What follows belongs to an exercise in optimizing a design on an open flow for a short achievable clock period and few clock cycles; a production flow would make more cautious choices.
At most, simulation tests tie the RTL to the original design; equivalence was not proved.
Power and IR drop assume default switching activity.

Setup of the reference run:
==> flow/design.v (excerpt) <==
module cache_top (
    input  logic        clk,
    input  logic        rst,
    input  logic        psel,
    input  logic        penable,
    input  logic        pwrite,
    input  logic [31:0] paddr,
    input  logic [31:0] pwdata,
    input  logic [1:0]  psize,
    output logic [31:0] prdata,
    output logic        pready,
    output logic        pslverr,
    output logic        m_psel,
    output logic        m_penable,
    output logic        m_pwrite,
    output logic [31:0] m_paddr,
    output logic [31:0] m_pwdata,
    input  logic [31:0] m_prdata,
    input  logic        m_pready
);
clock: 5.8 ns
lec_check: 0
abc_clock_period_in_ps: 2500
cap_margin: 20
core_margin: 2
core_utilization: 55
setup_slack_margin: 2.85
slew_margin: 20
synth_hierarchical: 1
synth_minimum_keep_size: 0
tns_end_percent: 100
standard.sh (not shown) runs the stock make flow with config.mk's settings and CLKGATE_MAP_FILE= SYNTH_SCRIPT=/design/flow/synth_recipe.tcl, a recipe that flattens the netlist after the stock synthesis.
==> flow/flow/run.sh <==
#!/bin/bash
set -euo pipefail
export BUFFER_PORTS_ARGS="-buffer_cell sky130_fd_sc_hd__buf_6"
bash standard.sh > standard_flow.log 2>&1
The reference run completed end to end with timing, DRC and antenna clean.
> inputs changed (the reference run -> the trial run)
--- a/flow/design.v
+++ b/flow/design.v
@@ -96,13 +96,13 @@
     output logic        m_pwrite,
     output logic [31:0] m_paddr,
     output logic [31:0] m_pwdata,
     input  logic [31:0] m_prdata,
     input  logic        m_pready
 );
-    localparam int NE = 4;    
+    localparam int NE = 8;    
     logic [15:0] valid;
     logic [15:0] dirty;
     logic [25:0] tag_mem  [16];
     logic [31:0] data_mem [16];
     logic [3:0]  idx;
     logic [25:0] atag;
==> comparison <==
The number of nets with antenna violations after detailed routing of the trial run and that of the reference run are within noise of each other. Compared to the reference run, the trial run shows a wider setup margin. Compared with the reference run, the trial run shows power drawn by the sequential cells higher by 15%. Compared with the reference run, the trial run shows a higher final layout net count. Changes observed in the trial run relative to the reference run: via count increased by 9918 relative to the old numbers, maximum VDD drop increased by 0.060 mV relative to the old numbers, synthesized cell count increased by 16% relative to the old numbers, worst hold slack across all endpoints closely matched the old numbers, count of clock tree sinks increased by 249 relative to the old numbers. Higher total stage count of the critical path among the reference run and the trial run: the reference run. Changes observed in the trial run relative to the reference run: post-CTS setup buffer count climbed 1; proportion of synthesized chip area in sequential cells dropped 0.47 points.
Testbench counts of the trial run, summed over its fixed seeds: cycles 15,856.
The RTL of the reference run was laid out without a check of its function.

---

The RTL this note starts from:
==> flow/design.v <==
package cache_pkg;
    localparam int ADDR_W = 32;
    localparam int DATA_W = 32;
    typedef enum logic [1:0] {
        SIZE_BYTE = 2'b00,
        SIZE_HALF = 2'b01,
        SIZE_WORD = 2'b10
    } size_t;
    typedef enum logic [2:0] {
        ST_IDLE,
        ST_LOOKUP,
        ST_EVICT,
        ST_WAIT_DRAIN,
        ST_REFILL,
        ST_FINISH
    } ctrl_state_t;
    typedef struct packed {
        logic [ADDR_W-3:0] waddr;
        logic [DATA_W-1:0] data;
    } evict_t;
    function automatic logic [3:0] apply_size(size_t size, logic [1:0] off);
        case (size)
            2'b00:     apply_size = 4'b0001 << off;
            2'b01:     apply_size = off[1] ? 4'b1100 : 4'b0011;
            default:   apply_size = 4'b1111;
        endcase
    endfunction
endpackage
module cache_top (
    input  logic        clk,
    input  logic        rst,
    input  logic        psel,
    input  logic        penable,
    input  logic        pwrite,
    input  logic [31:0] paddr,
    input  logic [31:0] pwdata,
    input  logic [1:0]  psize,
    output logic [31:0] prdata,
    output logic        pready,
    output logic        pslverr,
    output logic        m_psel,
    output logic        m_penable,
    output logic        m_pwrite,
    output logic [31:0] m_paddr,
    output logic [31:0] m_pwdata,
    input  logic [31:0] m_prdata,
    input  logic        m_pready
);
    localparam int NE = 8;    
    logic [15:0] valid;
    logic [15:0] dirty;
    logic [25:0] tag_mem  [16];
    logic [31:0] data_mem [16];
    logic [3:0]  idx;
    logic [25:0] atag;
    logic [1:0]  off;
    logic [3:0]  lanes;
    logic [31:0] wsh;
    assign idx   = paddr[5:2];
    assign atag  = paddr[31:6];
    assign off   = paddr[1:0];
    assign lanes = cache_pkg::apply_size(cache_pkg::size_t'(psize), off);
    assign wsh   = pwdata << {off, 3'b000};
    function automatic logic [31:0] merge(input logic [31:0] old, input logic [31:0] d,
                                          input logic [3:0] m);
        for (int i = 0; i < 4; i++) merge[8*i +: 8] = m[i] ? d[8*i +: 8] : old[8*i +: 8];
    endfunction
    logic [15:0] dec;
    logic [15:0] eq;
    logic        hit;
    logic        vdirty;
    logic [31:0] line;
    logic [25:0] vtag;
    always_comb begin
        for (int i = 0; i < 16; i++) begin
            dec[i] = (idx == 4'(i));
            eq[i]  = valid[i] && (tag_mem[i] == atag);
        end
    end
    assign hit    = |(dec & eq);
    assign vdirty = |(dec & valid & dirty);
    assign line   = data_mem[idx];
    assign vtag   = tag_mem[idx];
    logic c_hit;       
    logic c_miss;      
    logic c_wait;      
    logic c_fwd;       
    logic c_chk;       
    logic pv;          
    logic [31:0] rdata_q;
    logic [31:0] fwd_word;
    logic        st_pend;   
    logic        po_pend;   
    logic [3:0]  st_idx;
    logic [25:0] st_tag;
    logic [31:0] st_word;
    logic        pf_v;
    logic        pf_req;    
    logic        pf_fwd;
    logic [31:0] pf_word;
    logic [3:0]  pf_idx;
    logic [3:0]  pf_mask;
    logic [29:0] pf_addr;
    logic try;
    logic block;
    logic look;
    logic lhit;
    logic lmiss;
    logic post;
    logic rmiss;
    logic [29:0] e_addr [NE];
    logic [31:0] e_data [NE];
    logic [$clog2(NE+1)-1:0] e_cnt;
    logic        pop;
    logic        push;
    logic        b_busy;     
    logic        b_acc;      
    logic        b_wr;
    logic        b_pf;       
    logic [29:0] b_addr;
    logic        b_free;
    logic        rd_done;
    logic        pf_done;
    logic        cpu_done;
    logic        rd_req;     
    assign b_free   = !b_busy || (b_acc && m_pready);
    assign rd_done  = b_acc && !b_wr && m_pready;
    assign pf_done  = rd_done && b_pf;
    assign cpu_done = rd_done && !b_pf;
    assign pop      = b_acc && b_wr && m_pready;
    logic [$clog2(NE+1)-1:0] cnt_after_pop;
    logic room;
    assign cnt_after_pop = e_cnt - pop;
    assign room          = (cnt_after_pop != NE);
    logic pf_free;      
    assign pf_free = !pf_v || pf_done;
    assign try   = (psel && !penable && !c_hit && !c_miss && !c_wait) || c_wait;
    assign block = pf_v && ((idx == pf_idx) || (pwrite && !hit && !pf_done));
    assign look  = try && !block;
    assign lhit  = look && hit;
    assign lmiss = look && !hit;
    assign post  = lmiss && pwrite && (!vdirty || room);
    assign rmiss = lmiss && !post;
    assign push = pv && room;
    logic rd_pending;
    logic want_rd;
    assign rd_pending = rmiss || rd_req;
    assign want_rd    = rd_pending && !(rmiss && vdirty && !room) && !(pv && !room) &&
                        !(pf_v && !pf_done);
    logic wb_ok;
    assign wb_ok = (cnt_after_pop != 0) &&
                   (lhit || !psel || pv || (cnt_after_pop >= NE - 1));
    logic pf_want;
    logic start_pf, start_rd, start_wb;
    assign pf_want  = post || pf_req;
    assign start_pf = b_free && pf_want;
    assign start_rd = b_free && !pf_want && want_rd;
    assign start_wb = b_free && !pf_want && !want_rd && wb_ok;
    logic       q_cpuacc;    
    logic [3:0] q_mem;       
    logic       nx_cpuacc;
    logic       nx_fwd;
    logic       nx_rq;
    logic [31:0] rdata_nx;
    logic [31:0] rz;          
    logic        fmatch;
    logic [31:0] fdata;
    always_comb begin
        fmatch = 1'b0;
        fdata  = e_data[0];
        for (int i = 0; i < NE; i++) begin
            if (i < e_cnt && e_addr[i] == paddr[31:2]) begin
                fmatch = 1'b1;
                fdata  = e_data[i];
            end
        end
    end
    logic [31:0] fill_base;
    logic [31:0] fill_word;
    assign fill_base = c_fwd ? fwd_word : m_prdata;
    assign fill_word = pwrite ? merge(fill_base, wsh, lanes) : fill_base;
    logic [31:0] pf_base;
    assign pf_base = pf_fwd ? pf_word : m_prdata;
    always_ff @(posedge clk) begin
        if (rst) begin
            valid   <= '0;
            dirty   <= '0;
            c_hit   <= 1'b0;
            c_miss  <= 1'b0;
            c_wait  <= 1'b0;
            c_chk   <= 1'b0;
            c_fwd   <= 1'b0;
            pv      <= 1'b0;
            st_pend <= 1'b0;
            po_pend <= 1'b0;
            pf_v    <= 1'b0;
            pf_req  <= 1'b0;
            pf_fwd  <= 1'b0;
            rd_req  <= 1'b0;
            e_cnt   <= '0;
            b_busy  <= 1'b0;
            b_acc   <= 1'b0;
            b_wr    <= 1'b0;
            b_pf    <= 1'b0;
        end else begin
            c_wait  <= try && block;
            c_hit   <= lhit || post;
            st_pend <= lhit && pwrite;
            po_pend <= post;
            c_chk   <= rmiss;
            if (rmiss) begin
                c_miss <= 1'b1;
                c_fwd  <= fmatch;
            end
            if (lmiss && vdirty) pv <= 1'b1;
            else if (push)       pv <= 1'b0;
            if (cpu_done) begin
                c_miss     <= 1'b0;
                valid[idx] <= 1'b1;
                dirty[idx] <= pwrite;
            end
            if (st_pend || po_pend) begin
                valid[st_idx] <= 1'b1;
                dirty[st_idx] <= 1'b1;
            end
            if (pf_done) pf_v <= 1'b0;
            if (post) begin
                pf_v   <= 1'b1;
                pf_fwd <= fmatch;
            end
            pf_req <= pf_want && !start_pf;
            rd_req <= rd_pending && !start_rd;
            e_cnt <= cnt_after_pop + push;
            if (b_free) begin
                b_busy <= start_pf || start_rd || start_wb;
                b_acc  <= 1'b0;
                b_wr   <= start_wb;
                b_pf   <= start_pf;
            end else begin
                b_acc  <= 1'b1;
            end
        end
    end
    always_ff @(posedge clk) begin
        rdata_q <= rdata_nx;
        rz      <= nx_rq ? rdata_nx : '0;
        if (try) begin
            fwd_word <= fdata;
            st_idx  <= idx;
            st_tag  <= atag;
            st_word <= merge(line, wsh, lanes);
        end
        if (try && pf_free) begin
            pf_word <= fdata;
            pf_idx  <= idx;
            pf_mask <= lanes;
            pf_addr <= paddr[31:2];
        end
        if (st_pend || po_pend) data_mem[st_idx] <= st_word;
        if (po_pend) tag_mem[st_idx] <= st_tag;
        if (cpu_done) begin
            data_mem[idx] <= fill_word;
            tag_mem[idx]  <= atag;
        end
        if (pf_done) data_mem[pf_idx] <= merge(pf_base, data_mem[pf_idx], pf_mask);
        if (pop) begin
            for (int i = 0; i < NE - 1; i++) begin
                e_addr[i] <= e_addr[i+1];
                e_data[i] <= e_data[i+1];
            end
        end
        if (push) begin
            e_addr[cnt_after_pop] <= {vtag, idx};
            e_data[cnt_after_pop] <= line;
        end
        if (b_free) begin
            if (start_wb)    b_addr <= pop ? e_addr[1] : e_addr[0];
            else if (pf_req) b_addr <= pf_addr;
            else             b_addr <= paddr[31:2];
        end
    end
    assign nx_cpuacc = b_busy && !b_free && !b_wr && !b_pf;
    assign nx_fwd    = c_fwd;
    assign nx_rq     = !(nx_cpuacc && !nx_fwd);
    always_comb begin
        rdata_nx = rdata_q;
        if (try)            rdata_nx = line >> {off, 3'b000};
        if (c_chk && c_fwd) rdata_nx = fwd_word >> {off, 3'b000};
    end
    always_ff @(posedge clk) begin
        if (rst) begin
            q_cpuacc <= 1'b0;
            q_mem    <= '0;
        end else begin
            q_cpuacc <= nx_cpuacc;
            for (int k = 0; k < 4; k++) q_mem[k] <= nx_cpuacc && !nx_fwd && (off == 2'(k));
        end
    end
    always_comb begin
        prdata = rz;
        for (int k = 0; k < 4; k++) prdata = prdata | ({32{q_mem[k]}} & (m_prdata >> (8*k)));
    end
    assign pready  = c_hit || (q_cpuacc && m_pready);
    assign pslverr = 1'b0;
    assign m_psel    = b_busy;
    assign m_penable = b_acc;
    assign m_pwrite  = b_wr;
    assign m_paddr   = {b_addr, 2'b00};
    assign m_pwdata  = e_data[0];
endmodule
Settings: LEC_CHECK=0, ABC_CLOCK_PERIOD_IN_PS=2500, CAP_MARGIN=20, CORE_MARGIN=2, CORE_UTILIZATION=55, SETUP_SLACK_MARGIN=2.9, SLEW_MARGIN=20; clock period 5.8 ns.
run.sh (not shown) runs the stock make flow with config.mk's settings and CLKGATE_MAP_FILE= SYNTH_SCRIPT=/design/flow/synth_recipe.tcl, a recipe that flattens the netlist after the stock synthesis.
Stock flow here: none of the scripts above is used.
Edit:
--- a/flow/design.v
+++ b/flow/design.v
@@ -45,9 +45,9 @@
     output logic [31:0] m_pwdata,
     input  logic [31:0] m_prdata,
     input  logic        m_pready
 );
-    localparam int NE = 8;    
+    localparam int NE = 4;    
     logic [15:0] valid;
     logic [15:0] dirty;
     logic [25:0] tag_mem  [16];
     logic [31:0] data_mem [16];
@@ -95,8 +95,9 @@
     logic [25:0] st_tag;
     logic [31:0] st_word;
     logic        pf_v;
     logic        pf_req;    
+    logic        pf_chk;
     logic        pf_fwd;
     logic [31:0] pf_word;
     logic [3:0]  pf_idx;
     logic [3:0]  pf_mask;
@@ -116,9 +117,9 @@
     logic        b_busy;     
     logic        b_acc;      
     logic        b_wr;
     logic        b_pf;       
-    logic [29:0] b_addr;
+    logic [29:0] b_raddr;
     logic        b_free;
     logic        rd_done;
     logic        pf_done;
     logic        cpu_done;
@@ -148,22 +149,15 @@
     assign want_rd    = rd_pending && !(rmiss && vdirty && !room) && !(pv && !room) &&
                         !(pf_v && !pf_done);
     logic wb_ok;
     assign wb_ok = (cnt_after_pop != 0) &&
-                   (lhit || !psel || pv || (cnt_after_pop >= NE - 1));
+                   (lhit || !psel || pv || (cnt_after_pop == NE));
     logic pf_want;
     logic start_pf, start_rd, start_wb;
     assign pf_want  = post || pf_req;
     assign start_pf = b_free && pf_want;
     assign start_rd = b_free && !pf_want && want_rd;
     assign start_wb = b_free && !pf_want && !want_rd && wb_ok;
-    logic       q_cpuacc;    
-    logic [3:0] q_mem;       
-    logic       nx_cpuacc;
-    logic       nx_fwd;
-    logic       nx_rq;
-    logic [31:0] rdata_nx;
-    logic [31:0] rz;          
     logic        fmatch;
     logic [31:0] fdata;
     always_comb begin
         fmatch = 1'b0;
@@ -194,8 +188,9 @@
             st_pend <= 1'b0;
             po_pend <= 1'b0;
             pf_v    <= 1'b0;
             pf_req  <= 1'b0;
+            pf_chk  <= 1'b0;
             pf_fwd  <= 1'b0;
             rd_req  <= 1'b0;
             e_cnt   <= '0;
             b_busy  <= 1'b0;
@@ -207,12 +202,14 @@
             c_hit   <= lhit || post;
             st_pend <= lhit && pwrite;
             po_pend <= post;
             c_chk   <= rmiss;
+            pf_chk  <= post;
             if (rmiss) begin
                 c_miss <= 1'b1;
-                c_fwd  <= fmatch;
+                c_fwd  <= 1'b0;
             end
+            if (c_chk) c_fwd <= fmatch;
             if (lmiss && vdirty) pv <= 1'b1;
             else if (push)       pv <= 1'b0;
             if (cpu_done) begin
                 c_miss     <= 1'b0;
@@ -225,10 +222,11 @@
             end
             if (pf_done) pf_v <= 1'b0;
             if (post) begin
                 pf_v   <= 1'b1;
-                pf_fwd <= fmatch;
+                pf_fwd <= 1'b0;
             end
+            if (pf_chk) pf_fwd <= fmatch;
             pf_req <= pf_want && !start_pf;
             rd_req <= rd_pending && !start_rd;
             e_cnt <= cnt_after_pop + push;
             if (b_free) begin
@@ -241,18 +239,20 @@
             end
         end
     end
     always_ff @(posedge clk) begin
-        rdata_q <= rdata_nx;
-        rz      <= nx_rq ? rdata_nx : '0;
         if (try) begin
-            fwd_word <= fdata;
+            rdata_q <= line >> {off, 3'b000};
             st_idx  <= idx;
             st_tag  <= atag;
             st_word <= merge(line, wsh, lanes);
         end
+        if (c_chk) begin
+            fwd_word <= fdata;
+            rdata_q  <= fdata >> {off, 3'b000};
+        end
+        if (pf_chk) pf_word <= fdata;
         if (try && pf_free) begin
-            pf_word <= fdata;
             pf_idx  <= idx;
             pf_mask <= lanes;
             pf_addr <= paddr[31:2];
         end
@@ -272,39 +272,36 @@
         if (push) begin
             e_addr[cnt_after_pop] <= {vtag, idx};
             e_data[cnt_after_pop] <= line;
         end
-        if (b_free) begin
-            if (start_wb)    b_addr <= pop ? e_addr[1] : e_addr[0];
-            else if (pf_req) b_addr <= pf_addr;
-            else             b_addr <= paddr[31:2];
-        end
+        if (b_free) b_raddr <= pf_req ? pf_addr : paddr[31:2];
     end
+    logic       q_cpuacc;    
+    logic [3:0] q_mem;       
+    logic       q_rq;        
+    logic       nx_cpuacc;
+    logic       nx_fwd;
     assign nx_cpuacc = b_busy && !b_free && !b_wr && !b_pf;
-    assign nx_fwd    = c_fwd;
-    assign nx_rq     = !(nx_cpuacc && !nx_fwd);
-    always_comb begin
-        rdata_nx = rdata_q;
-        if (try)            rdata_nx = line >> {off, 3'b000};
-        if (c_chk && c_fwd) rdata_nx = fwd_word >> {off, 3'b000};
-    end
+    assign nx_fwd    = c_chk ? fmatch : c_fwd;
     always_ff @(posedge clk) begin
         if (rst) begin
             q_cpuacc <= 1'b0;
             q_mem    <= '0;
+            q_rq     <= 1'b1;
         end else begin
             q_cpuacc <= nx_cpuacc;
             for (int k = 0; k < 4; k++) q_mem[k] <= nx_cpuacc && !nx_fwd && (off == 2'(k));
+            q_rq     <= !(nx_cpuacc && !nx_fwd);
         end
     end
     always_comb begin
-        prdata = rz;
+        prdata = {32{q_rq}} & rdata_q;
         for (int k = 0; k < 4; k++) prdata = prdata | ({32{q_mem[k]}} & (m_prdata >> (8*k)));
     end
     assign pready  = c_hit || (q_cpuacc && m_pready);
     assign pslverr = 1'b0;
     assign m_psel    = b_busy;
     assign m_penable = b_acc;
     assign m_pwrite  = b_wr;
-    assign m_paddr   = {b_addr, 2'b00};
+    assign m_paddr   = {b_wr ? e_addr[0] : b_raddr, 2'b00};
     assign m_pwdata  = e_data[0];
 endmodule
=> Combinational power is lower by 13%; final cell count decreases by about 13%; via count went down by about 12%; cell area fell by about 14%; count of clock-buffer cells in the layout decreases by 60; setup slack is better by 0.36 ns.
Testbench counts after the change, summed over its fixed seeds: cycles 15,996.
Only the layout flow was run in the first run of this note; the RTL was not checked for function there.

static timing again, ports no longer ideal:
The results above use ideal ports. As a check the final layouts listed here were re-extracted and re-timed, cells and wires unchanged. Step 1: set_driving_cell puts a clkbuf_16 on clk and a buf_2 on each other input, an assumption about the parent block. Step 2 times the ports against the registers' clock, not the clock port: input delays grow and output delays shrink by t, the midpoint of the rising clock arrivals with the driver on. Three values: no drivers, after step 1, after step 2; two values: the first two.
run | shift t [ns] | setup slack, ns | hold WS [ns] | latest minus earliest clock arrival (ns) | worst register clock-pin slew, ns
the reference run | 0.915 | 2.590 / 2.479 / 1.564 | 0.496 / 0.496 / 0.496 | 0.034 / 0.034 | 0.07 / 0.07
the trial run | 0.967 | 2.734 / 2.454 / 1.487 | 0.497 / 0.453 / 0.497 | 0.038 / 0.038 | 0.07 / 0.07
the first run of note 2 | 0.925 | 2.207 / 2.034 / 1.109 | 0.439 / 0.439 / 0.439 | 0.037 / 0.037 | 0.07 / 0.07
the second run of note 2 | 0.895 | 2.569 / 2.384 / 1.489 | 0.467 / 0.467 / 0.467 | 0.031 / 0.031 | 0.07 / 0.07
After both steps every run listed still meets setup and hold. The setup slack of the trial run, which loses most, moves by -0.280 ns with the drivers and by -1.247 ns with both steps.
